What follows belongs to an exercise in optimizing a design on an open flow for small area, a short achievable clock period and few clock cycles per item; a production flow would make more cautious choices. Function was checked by simulation only, so behaviour that the tests miss may differ from the original. Power is estimated from default activity; no workload was simulated.

==> inputs of run a <==
## mains_rms_and_frequency_monitor
module mains_rms_and_frequency_monitor #(
    parameter int WINDOW_BITS = 10
) (
    input  logic                aclk,
    input  logic                aresetn,
    input  logic                s_valid,
    output logic                s_ready,
    input  logic [SAMPLE_W-1:0] s_sample_mv,
    input  logic                s_sample_valid,
    output logic                m_valid,
    input  logic                m_ready,
    output logic [THR_W-1:0]    m_rms_volts_q8,
    output logic                m_blackout,
    output logic                m_surge,
    output logic [FREQ_W-1:0]   m_frequency_centihz,
    input  logic                psel,
    input  logic                penable,
    input  logic                pwrite,
    input  logic [APB_AW-1:0]   paddr,
    input  logic [APB_DW-1:0]   pwdata,
    output logic [APB_DW-1:0]   prdata,
    output logic                pready
);
export LEC_CHECK = 0
export ABC_AREA = 1
export CAP_MARGIN = 20
export CORE_MARGIN = 2
export CORE_UTILIZATION = 40
export SLEW_MARGIN = 20
create_clock -name core_clock -period 10.0 [get_ports {aclk}]
standard.sh (not shown) runs the stock make flow with config.mk's settings and CLKGATE_MAP_FILE= SYNTH_SCRIPT=/design/flow/synth_recipe.tcl, a recipe that flattens the netlist after the stock synthesis.
==> flow/flow/run.sh <==
#!/bin/bash
# Standard layout; repair_timing aims for a tighter setup margin, the ports
# get buf_2 buffers and the clock tree gets no dummy loads. Tool output goes to standard.log.
set -euo pipefail
export SETUP_SLACK_MARGIN=6.6
export BUFFER_PORTS_ARGS="-buffer_cell sky130_fd_sc_hd__buf_2"
export CTS_ARGS="-sink_clustering_enable -repair_clock_nets -dont_use_dummy_load"
bash standard.sh > standard.log 2>&1
==> run b (differences from run a) <==
==> flow/flow/run.sh (replaced) <==
#!/bin/bash
# Standard layout; repair_timing aims for a tighter setup margin and the
# ports get buf_2 buffers. Tool output goes to standard.log.
set -euo pipefail
export SETUP_SLACK_MARGIN=6.8
export BUFFER_PORTS_ARGS="-buffer_cell sky130_fd_sc_hd__buf_2"
bash standard.sh > standard.log 2>&1
- ABC_AREA: 1 -> not set
==> run c (differences from run a) <==
--- a/flow/design.v
+++ b/flow/design.v
@@ -368,18 +368,18 @@
     assign kk_diff  = {1'b0, kk_reg} - {1'b0, n_eff};
     assign minp_max = (min_per_reg == '1);
     logic [CNT_W-1:0]  minp_m1;
     logic [WLEN_W-1:0] n_m1;
     logic              c_eq;
     logic              kk_eq;
     assign minp_m1 = min_per_reg - 1'b1;
     assign n_m1    = n_eff - 1'b1;
-    assign c_eq    = (c_inc == min_per_reg) && !minp_max;
-    assign kk_eq   = (kk_inc == n_eff);
+    assign c_eq    = (c_reg == minp_m1) && (min_per_reg != '0) && !minp_max;
+    assign kk_eq   = (kk_reg == n_m1);
     logic [WLEN_W-1:0] kk_n;
     logic              k_last_n;
     logic              k_over_n;
     logic [CNT_W-1:0]  c_n;
     logic              c_gt_n;
     logic              np_n;
     always_comb begin
         kk_n     = kk_reg;
@@ -694,19 +694,15 @@
             s_rem[10:0]        <= '1;
             root[RW-1:16]      <= '1;
         end
     end
     logic f_busy_n;
     logic e_busy_n;
     assign f_busy_n   = (proc && hit) || (f_busy && (f_cnt != F_END));
     assign e_busy_n   = (proc && close) || (e_busy_q && !(out_valid && m_ready));
-    logic c_gt_p;
-    logic k_last_p;
-    assign c_gt_p     = !proc || (hit ? (min_per_reg == '0) : (c_gt || c_eq));
-    assign k_last_p   = proc ? (close ? (n_eff == WLEN_W'(1)) : kk_eq) : k_last;
-    assign stall_next = (np_n && a_pos_n && c_gt_p && f_busy_n) || (k_last_p && e_busy_n);
+    assign stall_next = (np_n && a_pos_n && c_gt_n && f_busy_n) || (k_last_n && e_busy_n);
     assign m_valid             = out_valid;
     assign m_rms_volts_q8      = rms;
     assign m_blackout          = out_bo;
     assign m_surge             = out_su;
     assign m_frequency_centihz = out_freq;
 endmodule
==> flow/flow/run.sh (replaced) <==
#!/bin/bash
# Standard layout; repair_timing aims for a tighter setup margin and the
# ports get buf_1 buffers. Tool output goes to standard.log.
set -euo pipefail
export SETUP_SLACK_MARGIN=6.5
export BUFFER_PORTS_ARGS="-buffer_cell sky130_fd_sc_hd__buf_1"
bash standard.sh > standard.log 2>&1
- ABC_AREA: 1 -> not set
==> run d (differences from run a) <==
==> flow/flow/run.sh (replaced) <==
#!/bin/bash
# Standard layout; repair_timing aims for a tighter setup margin and the
# ports get buf_2 buffers. Tool output goes to standard.log.
set -euo pipefail
export SETUP_SLACK_MARGIN=6.5
export BUFFER_PORTS_ARGS="-buffer_cell sky130_fd_sc_hd__buf_2"
bash standard.sh > standard.log 2>&1
- ABC_AREA: 1 -> not set
==> comparison table <==
metric	run a	run c	run d	run b
Result of the run	no timing/DRC/antenna violations	no timing/DRC/antenna violations	no timing/DRC/antenna violations	no timing/DRC/antenna violations
Final layout net count	4,247	3,623	3,667	3,719
Worst setup timing slack at the placement stage	5.81 ns	5.43 ns	5.44 ns	4.87 ns
Power in the clock group	1.71 mW	2.12 mW	2.03 mW	2.12 mW
Die area	74,200 µm²	72,500 µm²	73,200 µm²	73,200 µm²
Distinct cell type count after synthesis	66	79	93	93
Horizontal die dimension	272 µm	269 µm	271 µm	271 µm
Leakage Power	15.1 nW	13.0 nW	13.3 nW	13.8 nW
Metal3 WL	5390 µm	3440 µm	4870 µm	7130 µm
Share of the final layout cell area in sequential cells	32.3%	32.5%	32.3%	31.3%
Critical Path Stages	1	7	1	1
Worst IR drop on VDD	106 µV	166 µV	143 µV	124 µV
Share of post-route cells with drive strength above 1	7.62%	6.86%	9.14%	13.0%
Non-clk buf share	2.66%	2.28%	2.51%	4.36%
Area fraction of the dominant cell type after synthesis	29.0%	29.7%	29.4%	29.4%
Cell-internal power	3.07 mW	3.38 mW	3.30 mW	3.44 mW
Max-slew headroom	40.8%	37.7%	32.1%	29.2%
Setup Crit Path Kind	flip-flop to primary output	input port to flip-flop	flip-flop to primary output	flip-flop to primary output
Area grow syn2layout	9.45%	11.4%	10.7%	15.2%
Testbench counts of run a, summed over its fixed seeds: cycles 20,452, items 19,252.
Testbench counts of run b, summed over its fixed seeds: cycles 20,452, items 19,252.
Testbench counts of run c, summed over its fixed seeds: cycles 20,452, items 19,252.
Testbench counts of run d, summed over its fixed seeds: cycles 20,452, items 19,252.

* * *

==> trial 24 <==
mains_rms_and_frequency_monitor again, from the RTL that the note above started with.
## mains_rms_and_frequency_monitor
module mains_rms_and_frequency_monitor #(
    parameter int WINDOW_BITS = 10
) (
    input  logic                aclk,
    input  logic                aresetn,
    input  logic                s_valid,
    output logic                s_ready,
    input  logic [SAMPLE_W-1:0] s_sample_mv,
    input  logic                s_sample_valid,
    output logic                m_valid,
    input  logic                m_ready,
    output logic [THR_W-1:0]    m_rms_volts_q8,
    output logic                m_blackout,
    output logic                m_surge,
    output logic [FREQ_W-1:0]   m_frequency_centihz,
    input  logic                psel,
    input  logic                penable,
    input  logic                pwrite,
    input  logic [APB_AW-1:0]   paddr,
    input  logic [APB_DW-1:0]   pwdata,
    output logic [APB_DW-1:0]   prdata,
    output logic                pready
);
Settings: LEC_CHECK=0, ABC_AREA=1, CAP_MARGIN=20, CORE_MARGIN=2, CORE_UTILIZATION=55, SLEW_MARGIN=20; clock period 10.0 ns.
==> flow/flow/run.sh <==
#!/bin/bash
# Standard layout; repair_timing aims for a tighter setup margin, the ports
# get buf_2 buffers and the clock tree gets no dummy loads. Tool output goes to standard.log.
set -euo pipefail
export SETUP_SLACK_MARGIN=6.8
export BUFFER_PORTS_ARGS="-buffer_cell sky130_fd_sc_hd__buf_2"
export CTS_ARGS="-sink_clustering_enable -repair_clock_nets -dont_use_dummy_load"
bash standard.sh > standard.log 2>&1
==> trial 74: changes against trial 24 <==
Settings changed: CORE_UTILIZATION 55 to 65.
==> qor summary <==
item                                                             trial 74      trial 24
Filler cell count                                                    3629          4735
Met3 capacity usage during global routing                           6.28%         4.47%
Clock Power                                                       1620 uW       1660 uW
Multi-input gate share of the layout cell area                      51.0%         50.8%
Crit path max fanout                                                    4             1
Arrival time of the worst setup path                              1190 ps       1200 ps
Leak                                                            0.0151 uW     0.0151 uW
Register cell area after layout                              0.0102 sq mm  0.0102 sq mm
Area occupied by multi-input gates                           0.0160 sq mm  0.0160 sq mm
Resized cells post-CTS                                                 54            48
Vias in the first global route                                      25300         24800
FF-to-FF setup slack                                              6870 ps       6960 ps
Start point of the critical path                                 root[22]        out_su
Power dissipated by switching net loads                           1010 uW       1010 uW
Antenna Diode Count                                                     2             0
CTS Buf Count                                                          51            53
Routability Congestion                                              0.949         0.919
Number of tap instances                                               592           680
Result of the run                        no timing/DRC/antenna violations  no timing/DRC/antenna violations
Power density relative to cell area                           128 mW/mm^2   129 mW/mm^2
Worst Hold Margin                                                  326 ps        329 ps
Vias after detailed routing                                         27000         26300
Setup slack at placement                                          5050 ps       4970 ps
Number of instances in the placed design                             4456          4545
Fraction of layout instances using a drive strength above 1         8.95%         8.69%
Die area                                                     0.0460 sq mm  0.0542 sq mm
Testbench counts of trial 24, summed over its fixed seeds: cycles 20,452, items 19,252.
Testbench counts of trial 74, summed over its fixed seeds: cycles 20,452, items 19,252.

## afterwards: timing with drivers on the ports
No port has a modelled driver above. Below, the same layouts with a new extraction and two added sets of constraints. Step 1 sets driving cells, clkbuf_16 on the clock port and buf_2 on the other inputs (assumed; they add their load-dependent delay and slew). Step 2 times the ports against the registers' clock, not the clock port: input delays grow and output delays shrink by t, the midpoint of the rising clock arrivals with the driver on. Slacks: ideal ports / drivers / drivers and shift; pairs: ideal ports / drivers.
run | t (ns) | slack for setup (ns) | worst hold slack (ns) | worst data-port slew with drivers (ns)
run a | 0.666 | 6.633 / 6.571 / 6.006 | 0.326 / 0.326 / 0.326 | 0.08
run b | 0.679 | 6.675 / 6.607 / 6.280 | 0.328 / 0.328 / 0.328 | 0.17
run c | 0.667 | 6.586 / 6.528 / 5.957 | 0.330 / 0.330 / 0.330 | 0.09
run d | 0.680 | 6.576 / 6.512 / 5.870 | 0.321 / 0.321 / 0.321 | 0.09
trial 24 | 0.654 | 6.796 / 6.734 / 6.225 | 0.329 / 0.329 / 0.329 | 0.07
trial 74 | 0.648 | 6.814 / 6.752 / 6.214 | 0.326 / 0.326 / 0.326 | 0.07
After both steps setup and hold are still met in every run listed. For run d, which loses most, drivers alone change the setup slack by -0.064 ns; drivers and shift together by -0.706 ns.
